Source: an optimization exercise on an open RTL-to-GDS flow (aim: small area and a short achievable clock period). Production flows keep margins and buffers that such runs may drop. Function was checked by simulation only, so behaviour that the tests miss may differ from the original. Power is estimated from default activity; no workload was simulated.

**design.v**
```verilog
module mem_responder #(
   parameter int DATA_W      = 16,
   parameter int ADDR_W      = 8,
   parameter int WAIT_CYCLES = 2,
   parameter int PROT_LIMIT  = 16
) (
   input  logic              clk,
   input  logic              reset,
   input  logic [15:0]       mem_addr,
   input  logic [DATA_W-1:0] mem_data_in,
   input  logic              mem_rd,
   input  logic              mem_wr,
   output logic [DATA_W-1:0] mem_data_out,
   output logic              mem_ready,
   output logic              mem_busy,
   output logic              mem_err
);
   localparam int NR = 32;    
   localparam int L  = 8;     
   localparam int NT = 3;     
   localparam int NI = 2;     
   localparam int TSTP = 3;
   localparam int ISTP = 5;
   logic c1_q, c2_q, c3_q, rdy_q, busy_q, erro_q;
   logic accept;
   logic err_q;
   assign accept = ~busy_q & (mem_rd | mem_wr);
   always_ff @(posedge clk or posedge reset) begin
      if (reset) begin
         c1_q   <= 1'b0;
         c2_q   <= 1'b0;
         c3_q   <= 1'b0;
         rdy_q  <= 1'b0;
         busy_q <= 1'b0;
         erro_q <= 1'b0;
      end else begin
         c1_q   <= accept;
         c2_q   <= c1_q;
         c3_q   <= c2_q;
         rdy_q  <= c3_q;
         busy_q <= accept | c1_q | c2_q | c3_q;
         erro_q <= c3_q & err_q;
      end
   end
   assign mem_busy  = busy_q;
   assign mem_ready = rdy_q;
   assign mem_err   = erro_q;
   logic              take;
   logic              oor_in;
   logic [2:0]        t_q;            
   logic [2:0]        tn;
   logic [L-1:0]      tp_q;           
   logic [L-1:0]      wj;
   logic [L-1:0]      pos_t;
   logic [L-1:0]      pos_q, pos_d;   
   logic [NR-1:0]     rsel_q, rsel_d;  
   logic              pw_q, pw_d;     
   logic [DATA_W-1:0] wdata_q;
   assign take   = accept & ~reset;
   assign oor_in = mem_addr[15:8] != 8'd0;
   assign pw_d   = take ? (mem_wr & ~mem_rd & ~oor_in) : pw_q;
   assign tn     = t_q + 3'd2;
   assign wj     = 8'd1 << mem_addr[2:0];
   always_comb begin
      pos_t = '0;
      for (int k = 0; k < L; k++)
         for (int m = 0; m < L; m++)
            pos_t[k] = pos_t[k] | (wj[m] & tp_q[(m - k + L) % L]);
   end
   assign pos_d  = take ? pos_t : {pos_q[0], pos_q[L-1:1]};    
   assign rsel_d = take ? (32'd1 << mem_addr[7:3]) : rsel_q;
   always_ff @(posedge clk) begin
      t_q    <= t_q + 3'd1;
      tp_q   <= 8'd1 << tn;
      pos_q  <= pos_d;
      rsel_q <= rsel_d;
      pw_q   <= pw_d;
      if (take) begin
         err_q   <= (mem_rd & mem_wr) | oor_in;
         wdata_q <= mem_data_in;
      end
   end
   logic [NI-1:0] ins_q [NR];
   logic [NI-1:0] insn_q [NR];    
   logic [NT-1:0] tap_q [NR];
   logic          rd_ok_q, rd_ok_d;
   assign rd_ok_d = take ? ~oor_in : rd_ok_q;
   always_ff @(posedge clk) rd_ok_q <= rd_ok_d;
   for (genvar r = 0; r < NR; r++) begin : g_sel
      for (genvar m = 0; m < NI; m++) begin : g_ins
         always_ff @(posedge clk) ins_q[r][m]  <= pw_d & rsel_d[r] & pos_d[m * ISTP];
         always_ff @(posedge clk) insn_q[r][m] <= ~(pw_d & rsel_d[r] & pos_d[m * ISTP]);
      end
      for (genvar m = 0; m < NT; m++) begin : g_tap
         always_ff @(posedge clk) tap_q[r][m] <= rd_ok_d & rsel_d[r] & pos_d[m * TSTP];
      end
   end
   function automatic int pol(input int s);
      int n;
      n = 0;
      for (int k = s; k < L; k++) begin
         if (((k + 1) % L) % ISTP == 0) n = n + 1;
      end
      pol = n % 2;
   endfunction
   logic [DATA_W-1:0] ring [NR][L];
   for (genvar r = 0; r < NR; r++) begin : g_ring
      for (genvar s = 0; s < L; s++) begin : g_slot
         localparam int NXT = (s + 1) % L;
         if (NXT % ISTP == 0) begin : g_mux
            localparam bit P = pol(s) != 0;
            logic [DATA_W-1:0] d;
            logic [DATA_W-1:0] x;
            assign x = wdata_q ^ {DATA_W{~P}};
            for (genvar b = 0; b < DATA_W; b++) begin : g_bit
               mem_responder_insmux u_mux (
                  .sel  (ins_q[r][NXT / ISTP]),
                  .seln (insn_q[r][NXT / ISTP]),
                  .x    (x[b]),
                  .prev (ring[r][NXT][b]),
                  .d    (d[b])
               );
            end
            always_ff @(posedge clk) ring[r][s] <= d;
         end else begin : g_shift
            always_ff @(posedge clk) ring[r][s] <= ring[r][NXT];
         end
      end
   end
   logic [DATA_W-1:0] rmux;
   logic [DATA_W-1:0] rdata_q;
   always_comb begin
      rmux = '0;
      for (int r = 0; r < NR; r++)
         for (int m = 0; m < NT; m++)
            rmux = rmux | ({DATA_W{tap_q[r][m]}} & (ring[r][m * TSTP] ^ {DATA_W{pol(m * TSTP) != 0}}));
   end
   always_ff @(posedge clk) begin
      rdata_q <= (c1_q ? '0 : rdata_q) | rmux;
   end
   assign mem_data_out = rdata_q;
endmodule
module mem_responder_insmux (
   input  logic sel,
   input  logic seln,
   input  logic x,
   input  logic prev,
   output logic d
);
   assign d = ~((sel | prev) & (seln | x));
endmodule
```
**run.sh**
```bash
#!/bin/bash
# synth_recipe.tcl (not shown) runs the flow's synth.tcl, then flattens the netlist and writes it again
# the make line also repeats each setting of config.mk as NAME=value (left out here)
make -C /OpenROAD-flow-scripts/flow DESIGN_CONFIG=/design/flow/config.mk WORK_HOME=/design/flow/orfs CLKGATE_MAP_FILE= SYNTH_SCRIPT=/design/flow/synth_recipe.tcl finish
```
**config.mk**
```make
export PLATFORM = sky130hd
export DESIGN_NAME = mem_responder
export DESIGN_NICKNAME = mem_responder
export VERILOG_FILES = /design/flow/design.v
export SDC_FILE = /design/flow/constraint.sdc
export NUM_CORES = 4
export LEC_CHECK = 0
export CAP_MARGIN = 20
export CORE_MARGIN = 2
export CORE_UTILIZATION = 65
export CTS_BUF_LIST = sky130_fd_sc_hd__clkbuf_8 sky130_fd_sc_hd__clkbuf_16
export CTS_CLUSTER_DIAMETER = 70
export CTS_CLUSTER_SIZE = 30
export SETUP_SLACK_MARGIN = 1.9
export SLEW_MARGIN = 20
export SYNTH_HIERARCHICAL = 1
export SYNTH_MINIMUM_KEEP_SIZE = 0
```
**constraint.sdc**
```tcl
create_clock -name core_clock -period 4.0 [get_ports {clk}]
set_input_delay 0.8000 -clock core_clock [delete_from_list [all_inputs] [get_ports {clk}]]
set_output_delay 0.8000 -clock core_clock [all_outputs]
set_load 0.01 [all_outputs]
```
==> results of run 1 <==
-- per-layer routing --
metal | share of wire, % | vias to the layer above | GRT usage [%]
met4 | 12 | 56 | 50.2
met1 | 32 | 38185 | 70.0
met2 | 36 | 10324 | 72.3
li1 | - | 27619 | -
met3 | 20 | 3271 | 38.7
met5 | 0.47 | - | 10.1
-- power groups by stage --
stage | combinational [uW] | sequential (uW) | clock, uW
final | 1750 | 44200 | 21400
after global routing | 1720 | 44200 | 22500
after CTS | 1550 | 44200 | 21000
after detailed placement | 1370 | 45200 | 0
after global placement | 1360 | 45200 | 0
after floorplan | 677 | 45300 | 0
-- cells in the mapped netlist, drive strengths merged (4+ instances only) --
| master | number |
|---|---|
| o211a | 32 |
| nor4b | 6 |
| mux2i | 5 |
| a222oi | 8 |
| nor4 | 25 |
| dfrtp | 6 |
| a2111oi | 28 |
| o21ai | 107 |
| a22o | 61 |
| nand3 | 12 |
| or3 | 9 |
| clkbuf | 166 |
| nand2b | 68 |
| o22ai | 1064 |
| inv | 103 |
| nand2 | 301 |
| a21oi | 11 |
| buf | 32 |
| nor2b | 8 |
| edfxtp | 17 |
| and4 | 5 |
| or4 | 16 |
| a22oi | 221 |
| nor2 | 108 |
| nor3 | 115 |
| a221o | 14 |
| o221a | 4 |
| a221oi | 71 |
| o221ai | 30 |
| and2 | 11 |
| a2bb2oi | 87 |
| o211ai | 23 |
| ha | 4 |
| o2bb2ai | 6 |
| o2111ai | 53 |
| mux4 | 4 |
| nand4 | 60 |
| dfxtp | 4389 |
| o2111a | 12 |
-- state kept, by name, summed over array words and instances, names as in the netlist, 16 cells and up --
name and flops:
ring 4096, tap_q 96, ins_q 64, insn_q 64, rsel_q 32, rdata_q 16
wdata_q 16
-- final timing paths --
path	to	slack [ns]	cells after the start
max in group asynchronous	c1_q	3.54	2
min	c2_q	0.22	2
max	rdata_q[5]	1.68	6
max reg2reg	rdata_q[5]	1.68	6
min reg2reg	ring[182][3]	0.32	0
min in group core_clock	ring[182][3]	0.32	0
-- stage by stage --
stage	cells	power (uW)	hold WS, ns
2_1_floorplan	7332	45900	0.310
3_3_place_gp	9645	46600	0.310
3_5_place_dp	9650	46600	0.312
4_1_cts	10044	66700	0.192
5_1_grt	10131	68500	0.228
6_report	10277	67400	0.216
-- timing repair --
item,CTS,global route
pin swaps,37,51
endpoints found under the setup margin,300,277
setup buffers,171,51
resized for setup,474,175
gates cloned,6,6
hold buffers,0,0
-- logic make-up after synthesis --
| group | after synthesis |
|---|---|
| and+or+nand+nor | 758 |
| AOI/OAI and AO/OA | 1845 |
| muxes | 9 |
| xor gates and xnor gates | 3 |
| DFF | 4412 |
| adders and majority gates | 4 |
| buffers and inverters | 301 |
-- critical path: stages, from the launching register on --
cell	delay (ns)
dfxtp_4	0.42
buf_12	0.15
buf_4	0.24
a22oi_1	0.22
nand4_1	0.29
or4_1	0.47
or4_1	0.39
-- area by class of cell --
| cell class | count | area [sq um] |
|---|---|---|
| sequential | 4412 | 89000 |
| fill | 10499 | 41600 |
| multi-input combinational | 2623 | 17900 |
| timing repair buffer | 569 | 5780 |
| clock buffer | 176 | 4390 |
| tap | 2175 | 2720 |
| inverter | 103 | 594 |
| antenna | 175 | 438 |
| clock inverter | 41 | 365 |
| timing repair inverter | 3 | 23.8 |
-- Yosys stat by module (local to each module, per instance) --
module,cells,flops+latches,times used,cell area (sq um)
mem_responder,6308,4412,1,100000
mem_responder_insmux,1,0,1024,6.26
==> results.ini, run 1 <==
[route]
drcViolationCount=0
routed_wl_um=509000
routedWlPerCell_um=49.6
vias=79455
drtIter0Drc=17599
post_drt_via_cell_ratio=7.73
postRouteAntennaNets=3
dr.pass1.iters=20

[global_route]
grt_pass1_wl_um=638000
grt_max_degree=35
track_usage_pct=59.3
first_global_vias=66780
grt_overflow_total=0
antenna_found_initial=101

[synth]
yosys.area.top_type_share_pct=82.5
synth.distinct_cells=70
ys_top_cells_by_area=dfxtp_1, o22ai_1, a22oi_1, nand2_1, a2bb2oi_1
synth_compound_area_share_pct=12.1
synth_edf_count=17
yosys_warnings=15
synth_nets=7372
synth-adder-area-share_pct=0.0470
ys_seq_elements=4412
syn_area_sq_um=106000
ys_seq_area_share_pct=83.1
synthArstFlopShare_pct=0.136
synth-xor-area-share_pct=0.0247
synth.avg_cell_area_sq_um=14.5
synth_mux_area_share_pct=0.132
synth_ff_type=dfxtp_1
synth_top_family_by_area=compound AO/OA/AOI/OAI gates
postSynthCellCount=7332
synthSimpleGateAreaFrac_pct=3.44
yosysTopAreaCell=dfxtp_1

[outcome]
so_faults=antenna violations, max-capacitance violations, max-slew violations
status=finished with violations

[placed_design]
gp_congestion=1.07
hpwl_um=308000
port_buffers=54
dp_slack_ns=0.650
place_area_sq_um=112000

[clocking]
cts-htree-levels=4
clk_latency_ns=0.89
cts_inserted_buffers=169
cts_buffer_depth=3
tritoncts=built
clkTransAtPathRegs_ns=0.11
cts_num_sinks=4412
cts_root_buf=clkbuf_16

[finish]
syn_to_final_growth_pct=13.9
drive_above_1_share_pct=14.6
fin_util_pct=74.5
fin_nets=7921
layout_common_cells=dfxtp_1, o22ai_1, buf_4, nand2_1, clkbuf_16
layout_commonest_cell=dfxtp_1
design_area_sq_um=121000

[sta]
post-route-min-period_ns=2.32
fmax_mhz=430
tns_ns=0
rsz0062_at_grt=yes
worst_pin_slew_ns=1.53
slew_headroom_pct=-2.20
maxSlewViolCount=51
final-setup-viol-count=0
fin_skew_ns=0.0493
fin_ws_ns=1.68
fin_crit_sh_pct=58.1
hold_viol_final=0

[floorplan]
die_w_um=409
core_area_sq_um=163000
dieArea_sq_um=167000
rows=148
die_h_um=409
io_pins=55
start_util_pct=65.4

[worst_setup_path]
path_max_fanout=7
worst-setup-path-type=register to register
cp-end-kind=register
startpoint_type=register
cp.required_ns=4.77
r2r_start=tap_q[1][1]
cp.arrival_ns=3.10
crit_start=tap_q[1][1]

[power_and_ir_drop]
p_comb_share_pct=2.6
p_per_area_nw_per_um2=556
power_frac_clock_pct=31.8
p_int_uw=52700
power.switching_uw=14700
vdd_ir_drop_max_v=0.000543
switching_share_pct=21.8
seqPwrFrac_pct=65.6
p_leak_uw=0.0470

[flow_run]
max_cap_violations=2

[worst_hold_path]
hp-class=input port to async pin

==> run 2: changes to the inputs <==
--- a/design.v
+++ b/design.v
@@ -82,7 +82,8 @@
    end
    logic [NI-1:0] ins_q [NR];
    logic [NI-1:0] insn_q [NR];    
-   logic [NT-1:0] tap_q [NR];
+   logic [NT-2:0] tap_q [NR];     
+   logic [NR-1:0] tap6n_q;        
    logic          rd_ok_q, rd_ok_d;
    assign rd_ok_d = take ? ~oor_in : rd_ok_q;
    always_ff @(posedge clk) rd_ok_q <= rd_ok_d;
@@ -91,9 +92,10 @@
          always_ff @(posedge clk) ins_q[r][m]  <= pw_d & rsel_d[r] & pos_d[m * ISTP];
          always_ff @(posedge clk) insn_q[r][m] <= ~(pw_d & rsel_d[r] & pos_d[m * ISTP]);
       end
-      for (genvar m = 0; m < NT; m++) begin : g_tap
+      for (genvar m = 0; m < NT - 1; m++) begin : g_tap
          always_ff @(posedge clk) tap_q[r][m] <= rd_ok_d & rsel_d[r] & pos_d[m * TSTP];
       end
+      always_ff @(posedge clk) tap6n_q[r] <= ~(rd_ok_d & rsel_d[r] & pos_d[6]);
    end
    function automatic int pol(input int s);
       int n;
@@ -127,16 +129,39 @@
          end
       end
    end
-   logic [DATA_W-1:0] rmux;
-   logic [DATA_W-1:0] rdata_q;
-   always_comb begin
-      rmux = '0;
-      for (int r = 0; r < NR; r++)
-         for (int m = 0; m < NT; m++)
-            rmux = rmux | ({DATA_W{tap_q[r][m]}} & (ring[r][m * TSTP] ^ {DATA_W{pol(m * TSTP) != 0}}));
+   logic [DATA_W-1:0] rdata_q, rdata_d;
+   logic              hold;
+   assign hold = ~c1_q;
+   for (genvar b = 0; b < DATA_W; b++) begin : g_rd
+      logic [NR-1:0]   x;       
+      logic [NR/2-1:0] y;       
+      logic [7:0]      p;       
+      logic [3:0]      q;       
+      logic [1:0]      u;       
+      logic            f;       
+      logic            v0, v1;
+      for (genvar r = 0; r < NR; r++) begin : g_x
+         mem_responder_aoi22 u_x (.a(tap_q[r][0]), .b(ring[r][0][b]), .c(tap_q[r][1]), .d(ring[r][3][b]), .y(x[r]));
+      end
+      for (genvar k = 0; k < NR / 2; k++) begin : g_y
+         mem_responder_oai22 u_y (.a(tap6n_q[2 * k]), .b(ring[2 * k][6][b]), .c(tap6n_q[2 * k + 1]), .d(ring[2 * k + 1][6][b]), .y(y[k]));
+      end
+      for (genvar i = 0; i < 8; i++) begin : g_p
+         mem_responder_nand4 u_p (.a(x[4 * i]), .b(x[4 * i + 1]), .c(x[4 * i + 2]), .d(x[4 * i + 3]), .y(p[i]));
+      end
+      for (genvar i = 0; i < 4; i++) begin : g_q
+         mem_responder_nor4 u_q (.a(y[4 * i]), .b(y[4 * i + 1]), .c(y[4 * i + 2]), .d(y[4 * i + 3]), .y(q[i]));
+      end
+      for (genvar i = 0; i < 2; i++) begin : g_u
+         mem_responder_nor4 u_u (.a(p[4 * i]), .b(p[4 * i + 1]), .c(p[4 * i + 2]), .d(p[4 * i + 3]), .y(u[i]));
+      end
+      mem_responder_nand2 u_f (.a(hold), .b(rdata_q[b]), .y(f));
+      mem_responder_nand4 u_v0 (.a(u[0]), .b(u[1]), .c(q[0]), .d(q[1]), .y(v0));
+      mem_responder_nand3 u_v1 (.a(q[2]), .b(q[3]), .c(f), .y(v1));
+      assign rdata_d[b] = v0 | v1;
    end
    always_ff @(posedge clk) begin
-      rdata_q <= (c1_q ? '0 : rdata_q) | rmux;
+      rdata_q <= rdata_d;
    end
    assign mem_data_out = rdata_q;
 endmodule
@@ -149,3 +174,21 @@
 );
    assign d = ~((sel | prev) & (seln | x));
 endmodule
+module mem_responder_aoi22 (input logic a, b, c, d, output logic y);
+   assign y = ~((a & b) | (c & d));
+endmodule
+module mem_responder_oai22 (input logic a, b, c, d, output logic y);
+   assign y = ~((a | b) & (c | d));
+endmodule
+module mem_responder_nand4 (input logic a, b, c, d, output logic y);
+   assign y = ~(a & b & c & d);
+endmodule
+module mem_responder_nor4 (input logic a, b, c, d, output logic y);
+   assign y = ~(a | b | c | d);
+endmodule
+module mem_responder_nand3 (input logic a, b, c, output logic y);
+   assign y = ~(a & b & c);
+endmodule
+module mem_responder_nand2 (input logic a, b, output logic y);
+   assign y = ~(a & b);
+endmodule
--- a/config.mk
+++ b/config.mk
@@ -7,7 +7,7 @@
 export LEC_CHECK = 0
 export CAP_MARGIN = 20
 export CORE_MARGIN = 2
-export CORE_UTILIZATION = 65
+export CORE_UTILIZATION = 60
 export CTS_BUF_LIST = sky130_fd_sc_hd__clkbuf_8 sky130_fd_sc_hd__clkbuf_16
 export CTS_CLUSTER_DIAMETER = 70
 export CTS_CLUSTER_SIZE = 30
==> run 2 against run 1 <==
  * The run now finishes clean
  * Routed wire length shrank 36%
  * Synthesized cell count is 2.6% lower
  * Combinational power increased by 110%
  * Total power grew 3.1%
  * Cell count decreased by 1.3%
  * Fmax is 34% lower
  * Count of clock-buffer cells in the layout rose by 4
  * Critical path type unchanged
  * Largest cell class unchanged
==> results.ini, run 2 <==
[synth]
synth.avg_cell_area_sq_um=15.3  ; +5.5%
syn_area_sq_um=109000  ; +2.8%
ys_seq_elements=4412  ; unchanged
synth.most_common_cell=dfxtp_1
synth.distinct_cells=61  ; -13%
synthArstFlopShare_pct=0.136  ; unchanged
yosys_warnings=15  ; unchanged
synth_common_cells=dfxtp_1, o22ai_1, a22oi_2, nand4_1, nor3_1
ys_top_cells_by_area=dfxtp_1, o22ai_1, a22oi_2, nor4_2, nand4_1
synth_ff_type=dfxtp_1
ys_seq_area_share_pct=80.9  ; -2.3 points
postSynthCellCount=7144  ; -2.6%
yosys.area.top_type_share_pct=80.3  ; -2.3 points
synth_edf_count=17  ; unchanged
yosysTopAreaCell=dfxtp_1
synth_nets=7184  ; -2.6%

[floorplan]
io_pins=55  ; unchanged
rows=156  ; +5.4%
dieArea_sq_um=186000  ; +11%
core_area_sq_um=181000  ; +11%
start_util_pct=60.5  ; -4.9 points
die_w_um=431  ; +5.5%
die_h_um=431  ; +5.5%

[power_and_ir_drop]
p_per_area_nw_per_um2=557  ; +0.18%
p_leak_uw=0.0465  ; -0.95%
vdd_ir_drop_max_v=0.000486  ; -10%

[finish]
fin_nets=7757  ; -2.1%
layout_common_cells=dfxtp_1, o22ai_1, a22oi_2, buf_4, clkbuf_16
syn_to_final_growth_pct=14.0  ; about the same
drive_above_1_share_pct=21.4  ; +6.9 points
registers.top_by_ff_count=ring
layout_commonest_cell=dfxtp_1
largest_reg_flops=4096  ; unchanged

[placed_design]
dp_slack_ns=-0.0462  ; -0.696 ns
gp_congestion=0.976  ; -8.7%
hpwl_um=200000  ; -35%
port_buffers=54  ; unchanged

[worst_hold_path]
hp-class=register to register

[worst_setup_path]
max_stage_delay_ns=0.90  ; +0.43 ns
cp-end-kind=register
critPathMostFrequentCell=nand4_1
critical_path.slowest_cell=nor4_4
path_buf_inv=1  ; -1
cp_top_family=simple AND/OR/NAND/NOR gates
startpoint_type=register
cp.arrival_ns=4.30  ; +1.20 ns
crit_chain=buf_12 -> a22oi_2 -> nand4_1 -> nor4_4 -> nand4_1 -> or2_4
path_max_fanout=9  ; +2
worst-setup-path-type=register to register
cp.required_ns=4.77  ; about the same

[global_route]
grt_pass1_wl_um=449000  ; -30%
antenna_found_initial=16  ; -84%
first_global_vias=60341  ; -9.6%
grt_overflow_total=0  ; unchanged
track_usage_pct=34.0  ; -25 points
grt_max_degree=50  ; +43%

[sta]
slew_headroom_pct=15.6  ; +18 points
fmax_mhz=283  ; -34%
post-route-min-period_ns=3.53  ; +1.21 ns
fin_crit_sh_pct=88.4  ; +30 points
worst_pin_slew_ns=1.26  ; -0.268 ns
fin_ws_ns=0.465  ; -1.21 ns
maxSlewViolCount=0  ; -100%
rsz0062_at_grt=yes
worst_hold_slack_ns=0.307  ; +0.0919 ns
fin_skew_ns=0.0483  ; -0.00107 ns
final-setup-viol-count=0  ; unchanged
hold_viol_final=0  ; unchanged

[clocking]
tritoncts=built
clkTransAtPathRegs_ns=0.11  ; about the same
cts_buffer_depth=3  ; unchanged
cts_root_buf=clkbuf_16
cts-htree-levels=4  ; unchanged
clk_latency_ns=0.88  ; about the same
cts_num_sinks=4412  ; unchanged
cts_inserted_buffers=172  ; +1.8%

[route]
drtIter0Drc=6765  ; -62%
postRouteAntennaNets=0  ; -3
routed_wl_um=328000  ; -36%
post_drt_via_cell_ratio=6.23  ; -19%
dr.pass1.iters=6  ; -70%
drcViolationCount=0  ; unchanged
vias=63190  ; -20%
routedWlPerCell_um=32.4  ; -35%

[flow_run]
max_cap_violations=0  ; -2

[outcome]
status=complete, no violations

[run 2: cell type report]
class | count | area, sq um
Sequential cell | 4412 | 88700
Fill cell | 12590 | 56200
Multi-Input combinational cell | 2621 | 22300
Timing Repair Buffer | 483 | 5690
Clock buffer | 180 | 4450
Tap cell | 2370 | 2970
Clock inverter | 47 | 470
Inverter | 26 | 134
Antenna cell | 4 | 10.0
Timing Repair inverter | 1 | 8.76
[run 2: through the flow]
step	utilization [%]	setup TNS (ns)	area, sq um	total power, uW	cells
after floorplan	-	0	110000	46300	7144
after global placement	63.3	-0.0135	115000	47400	9684
after detailed placement	63.4	-0.0462	115000	47400	9684
after CTS	67.7	0	123000	68700	10053
after global routing	68.9	0	125000	71200	10141
final	68.9	0	125000	69500	10144
[run 2: timing repair]
item,4_1_cts,5_1_grt
gates resized for setup,419,235
gates cloned,37,21
endpoints found under the hold margin,6,0
pin swaps,206,163
hold buffers,1,0
buffers inserted,104,66
setup endpoints to repair,283,279
[run 2: worst paths after layout]
check                              from      endpoint  slack, ns  depth (start not counted)
setup / recovery           tap_q[31][0]    rdata_q[0]       0.47                          6
hold / removal             ring[164][4]  ring[163][4]       0.31                          0
setup reg to reg           tap_q[31][0]    rdata_q[0]       0.47                          6
hold reg to reg            ring[164][4]  ring[163][4]       0.31                          0
max in group asynchronous         reset        erro_q       3.09                          3
min in group asynchronous         reset          c1_q       0.66                          3
[run 2: metal layers]
layer	track usage, %	vias up	share of wire [%]
li1	-	27605	-
met1	50.6	32294	45
met2	49.2	2756	42
met3	6.34	529	8.7
met4	12.9	6	4.1
met5	0	-	0.012
[run 2: cells by family after synthesis]
| group | share of synthesized area [%] |
|---|---|
| buf+inv | 0.537 |
| fa+ha+maj | 0.0457 |
| compound gates | 14.3 |
| flops | 80.9 |
| simple gates | 4.05 |
| mux | 0.137 |
| xor+xnor | 0.0240 |
[run 2: modules after synthesis (local to each module, per instance)]
| module | cell area (sq um) | cells | flops+latches |
|---|---|---|---|
| mem_responder_nand3 | 5.00 | 1 | 0 |
| mem_responder_oai22 | 6.26 | 1 | 0 |
| mem_responder_insmux | 6.26 | 1 | 0 |
| mem_responder_nand4 | 6.26 | 1 | 0 |
| mem_responder_aoi22 | 12.5 | 1 | 0 |
| mem_responder | 92800 | 5080 | 4412 |
| mem_responder_nand2 | 3.75 | 1 | 0 |
| mem_responder_nor4 | 12.5 | 1 | 0 |
[run 2: where the power goes]
group          leakage (uW)  internal (uW)  switching [uW]
sequential           0.0368          44100             322
combinational       0.00730           1290            2330
clock               0.00244           8490           12900
total                0.0465          53900           15600
[run 2: worst register-to-register path, delay by kind of cell, from the launching register on]
family          cells  cell delay [ns]
buf+inv             1             0.16
compound gates      1             0.22
flops               1             0.40
simple gates        4             2.65
==> run 3: changes to the inputs <==
--- a/config.mk
+++ b/config.mk
@@ -7,7 +7,7 @@
 export LEC_CHECK = 0
 export CAP_MARGIN = 20
 export CORE_MARGIN = 2
-export CORE_UTILIZATION = 60
+export CORE_UTILIZATION = 65
 export CTS_BUF_LIST = sky130_fd_sc_hd__clkbuf_8 sky130_fd_sc_hd__clkbuf_16
 export CTS_CLUSTER_DIAMETER = 70
 export CTS_CLUSTER_SIZE = 30
==> run 3 against run 2 <==
  * Cell count shrank 3.0%
  * Total power fell by 2.9%
  * Count of clock-buffer cells in the layout up 2
  * Die area shrank 7.6%
  * Routed wire length down 6.6%
  * Global-route usage rose by 0.79 points
  * Clock skew decreased by 0.018 ns
==> results.ini, run 3 <==
[outcome]
status=complete, no violations

[worst_setup_path]
max_stage_delay_ns=0.70  ; -0.20 ns
crit_chain=buf_4 -> a22oi_2 -> nand4_1 -> nor4_4 -> nand4_1 -> or2_4
worst-setup-path-type=register to register
critical_path.slowest_cell=nor4_4
cp_top_family=simple AND/OR/NAND/NOR gates
startpoint_type=register
path_max_fanout=6  ; -3
cp_num_cells=6  ; unchanged
r2r_setup_slack_ns=0.82  ; +0.36 ns
cp.arrival_ns=3.95  ; -0.35 ns
critPathMostFrequentCell=nand4_1
r2r_cells=6  ; unchanged
crit_path_end=rdata_q[11]
cp-end-kind=register
crit_start=tap_q[31][0]
path_buf_inv=1  ; unchanged
cp.required_ns=4.77  ; about the same
timing.rr.end=rdata_q[11]
r2r_start=tap_q[31][0]

[synth]
synth_nets=7184  ; unchanged
synth.most_common_cell=dfxtp_1
yosys.area.top_type_share_pct=80.3  ; unchanged
synth_common_cells=dfxtp_1, o22ai_1, a22oi_2, nand4_1, nor3_1
synth.avg_cell_area_sq_um=15.3  ; unchanged
yosys_warnings=15  ; unchanged
synthArstFlopShare_pct=0.136  ; unchanged
yosysTopAreaCell=dfxtp_1
synth_ff_type=dfxtp_1
synth_edf_count=17  ; unchanged
ys_top_cells_by_area=dfxtp_1, o22ai_1, a22oi_2, nor4_2, nand4_1
ys_seq_elements=4412  ; unchanged
postSynthCellCount=7144  ; unchanged
ys_seq_area_share_pct=80.9  ; unchanged
synth.distinct_cells=61  ; unchanged
syn_area_sq_um=109000  ; unchanged

[route]
drcViolationCount=0  ; unchanged
vias=61900  ; -2.0%
routed_wl_um=307000  ; -6.6%
postRouteAntennaNets=0  ; unchanged
post_drt_via_cell_ratio=6.29  ; +1.0%
routedWlPerCell_um=31.2  ; -3.7%
drtIter0Drc=6875  ; +1.6%
dr.pass1.iters=6  ; unchanged

[clocking]
cts_buffer_depth=3  ; unchanged
cts_num_sinks=4412  ; unchanged
tritoncts=built
cts-htree-levels=4  ; unchanged
clkTransAtPathRegs_ns=0.11  ; about the same
clk_latency_ns=0.87  ; about the same
cts_inserted_buffers=168  ; -2.3%
cts_root_buf=clkbuf_16

[floorplan]
die_w_um=414  ; -3.9%
start_util_pct=65.5  ; +5.0 points
io_pins=55  ; unchanged
dieArea_sq_um=172000  ; -7.6%
die_h_um=414  ; -3.9%
core_area_sq_um=167000  ; -7.6%
rows=150  ; -3.8%

[global_route]
grt_max_degree=130  ; +160%
track_usage_pct=34.8  ; +0.79 points
antenna_found_initial=10  ; -6
first_global_vias=59925  ; -0.69%
grt_pass1_wl_um=430000  ; -4.2%
grt_overflow_total=0  ; unchanged

[finish]
largest_reg_flops=4096  ; unchanged
syn_to_final_growth_pct=10.3
drive_above_1_share_pct=18.1  ; -3.3 points
registers.top_by_ff_count=ring
fin_nets=7628  ; -1.7%
fin_cells=9835  ; -3.0%
layout_commonest_cell=dfxtp_1
layout_common_cells=dfxtp_1, o22ai_1, a22oi_2, buf_4, clkbuf_16
num-fill-cells=10966  ; -13%

[sta]
tns_ns=0  ; unchanged
post-route-min-period_ns=3.18  ; -0.358 ns
final-setup-viol-count=0  ; unchanged
rsz0062_at_grt=yes
fin_crit_sh_pct=79.4  ; -8.9 points
fin_skew_ns=0.0307  ; -0.0176 ns
maxSlewViolCount=0  ; unchanged
fmax_mhz=315  ; +11%
hold_viol_final=0  ; unchanged
slew_headroom_pct=17.3  ; +1.8 points
worst_pin_slew_ns=1.24  ; -0.0265 ns

[placed_design]
port_buffers=54  ; unchanged
dp_cells=9513  ; -1.8%
hpwl_um=195000  ; -2.4%
gp_congestion=0.919  ; -5.8%

[power_and_ir_drop]
p_per_area_nw_per_um2=559  ; +0.37%
vdd_ir_drop_max_v=0.000534  ; +9.8%
p_leak_uw=0.0450  ; -3.2%

[flow_run]
max_cap_violations=0  ; unchanged

[worst_hold_path]
hp-class=register to register

## run 3: metal layers
metal,part of all wire [%],global-route usage (%)
met4,4.5,14.7
met3,9.3,7.37
met5,0.0088,0
met2,43,51.4
met1,43,49.9
## run 3: through the flow
stage	hold slack (ns)	worst slack, ns	util (%)	instance area [sq um]	total power [uW]
after floorplan	0.310	1.82	-	110000	46300
after global placement	0.310	0.0479	68.4	114000	47400
after detailed placement	0.312	0.0784	68.4	114000	47500
after CTS	0.320	0.945	72.0	120000	67500
after global routing	0.324	0.981	72.2	121000	69100
final	0.314	0.823	72.2	121000	67500
## run 3: timing repair
item | in CTS | in global routing
hold endpoints to repair | 6 | 0
hold buffers | 1 | 0
setup buffers | 88 | 15
setup endpoints to repair | 284 | 108
cloned | 4 | 1
pin swaps | 86 | 64
gates resized for setup | 252 | 45
## run 3: report_power, final
part | internal [uW] | total, uW | leakage (uW) | switching, uW
logic | 584 | 2350 | 0.00591 | 1760
registers | 44100 | 44300 | 0.0368 | 233
clock network | 8140 | 20800 | 0.00232 | 12600
total | 52800 | 67500 | 0.0450 | 14600
## run 3: cell type report
| class | instances | area (sq um) | area share [%] |
|---|---|---|---|
| clock inverters | 23 | 170 | 0.141 |
| inverters | 26 | 119 | 0.0985 |
| repair buffers | 361 | 3330 | 2.76 |
| diodes | 8 | 20.0 | 0.0166 |
| well taps | 2204 | 2760 | 2.28 |
| clock buffers | 182 | 4500 | 3.73 |
| multi-input cells | 2619 | 21100 | 17.5 |
| flip-flops and latches | 4412 | 88700 | 73.5 |
## run 3: how the worst min path moves through the flow
stage             startpoint  slack [ns]             to  cells after the start
2_1_floorplan     ring[1][0]        0.31     ring[0][0]                      0
3_3_place_gp     ring[79][5]        0.31    ring[78][5]                      0
3_5_place_dp   ring[121][13]        0.31  ring[120][13]                      0
4_1_cts         ring[17][13]        0.32   ring[16][13]                      0
5_1_grt           ring[1][8]        0.32     ring[0][8]                      0
6_report        ring[17][13]        0.31   ring[16][13]                      0
## run 3: logic make-up (layout without fill, tap and decap cells)
| family | after synthesis | in the layout | share of synthesized area [%] |
|---|---|---|---|
| mux | 12 | 12 | 0.137 |
| other cells | 0 | 8 | 0 |
| compound gates | 1985 | 1985 | 14.3 |
| simple gates | 614 | 615 | 4.05 |
| flops | 4412 | 4412 | 80.9 |
| buf+inv | 114 | 592 | 0.537 |
| fa+ha+maj | 4 | 4 | 0.0457 |
| xor+xnor | 3 | 3 | 0.0240 |
## run 3: per-module statistics from Yosys (local to each module, per instance)
module / area [sq um] / cells inside
mem_responder: 92800 / 5080
mem_responder_aoi22: 12.5 / 1
mem_responder_nor4: 12.5 / 1
mem_responder_insmux: 6.26 / 1
mem_responder_nand4: 6.26 / 1
mem_responder_oai22: 6.26 / 1
mem_responder_nand3: 5.00 / 1
mem_responder_nand2: 3.75 / 1

==> static timing again, ports no longer ideal <==
In the flow no input, the clock included, has a driving cell. The finished layouts below were timed again as built, in two steps. Step 1 assumes that a clkbuf_16 drives the clock port and a buf_2 every other input. Step 2 adds t to the input delays and takes it off the output delays; t is the mean of the earliest and latest rising clock arrival at the registers after step 1. Input paths then give back, and output paths get back, about the clock's delay inside the block. a / b / c = ideal ports / drivers / drivers and shift; a / b = the first two.
| run | t, ns | setup slack, ns | worst setup path after step 2 | latest minus earliest clock arrival (ns) |
|---|---|---|---|---|
| run 1 | 0.977 | 1.676 / 1.619 / 0.938 | input to register | 0.061 / 0.060 |
| run 2 | 0.945 | 0.465 / 0.465 / 0.465 | register to register | 0.050 / 0.051 |
| run 3 | 0.947 | 0.823 / 0.823 / 0.823 | register to register | 0.033 / 0.033 |
The setup slack of run 1, which loses most, moves by -0.057 ns with the drivers and by -0.738 ns with both steps.
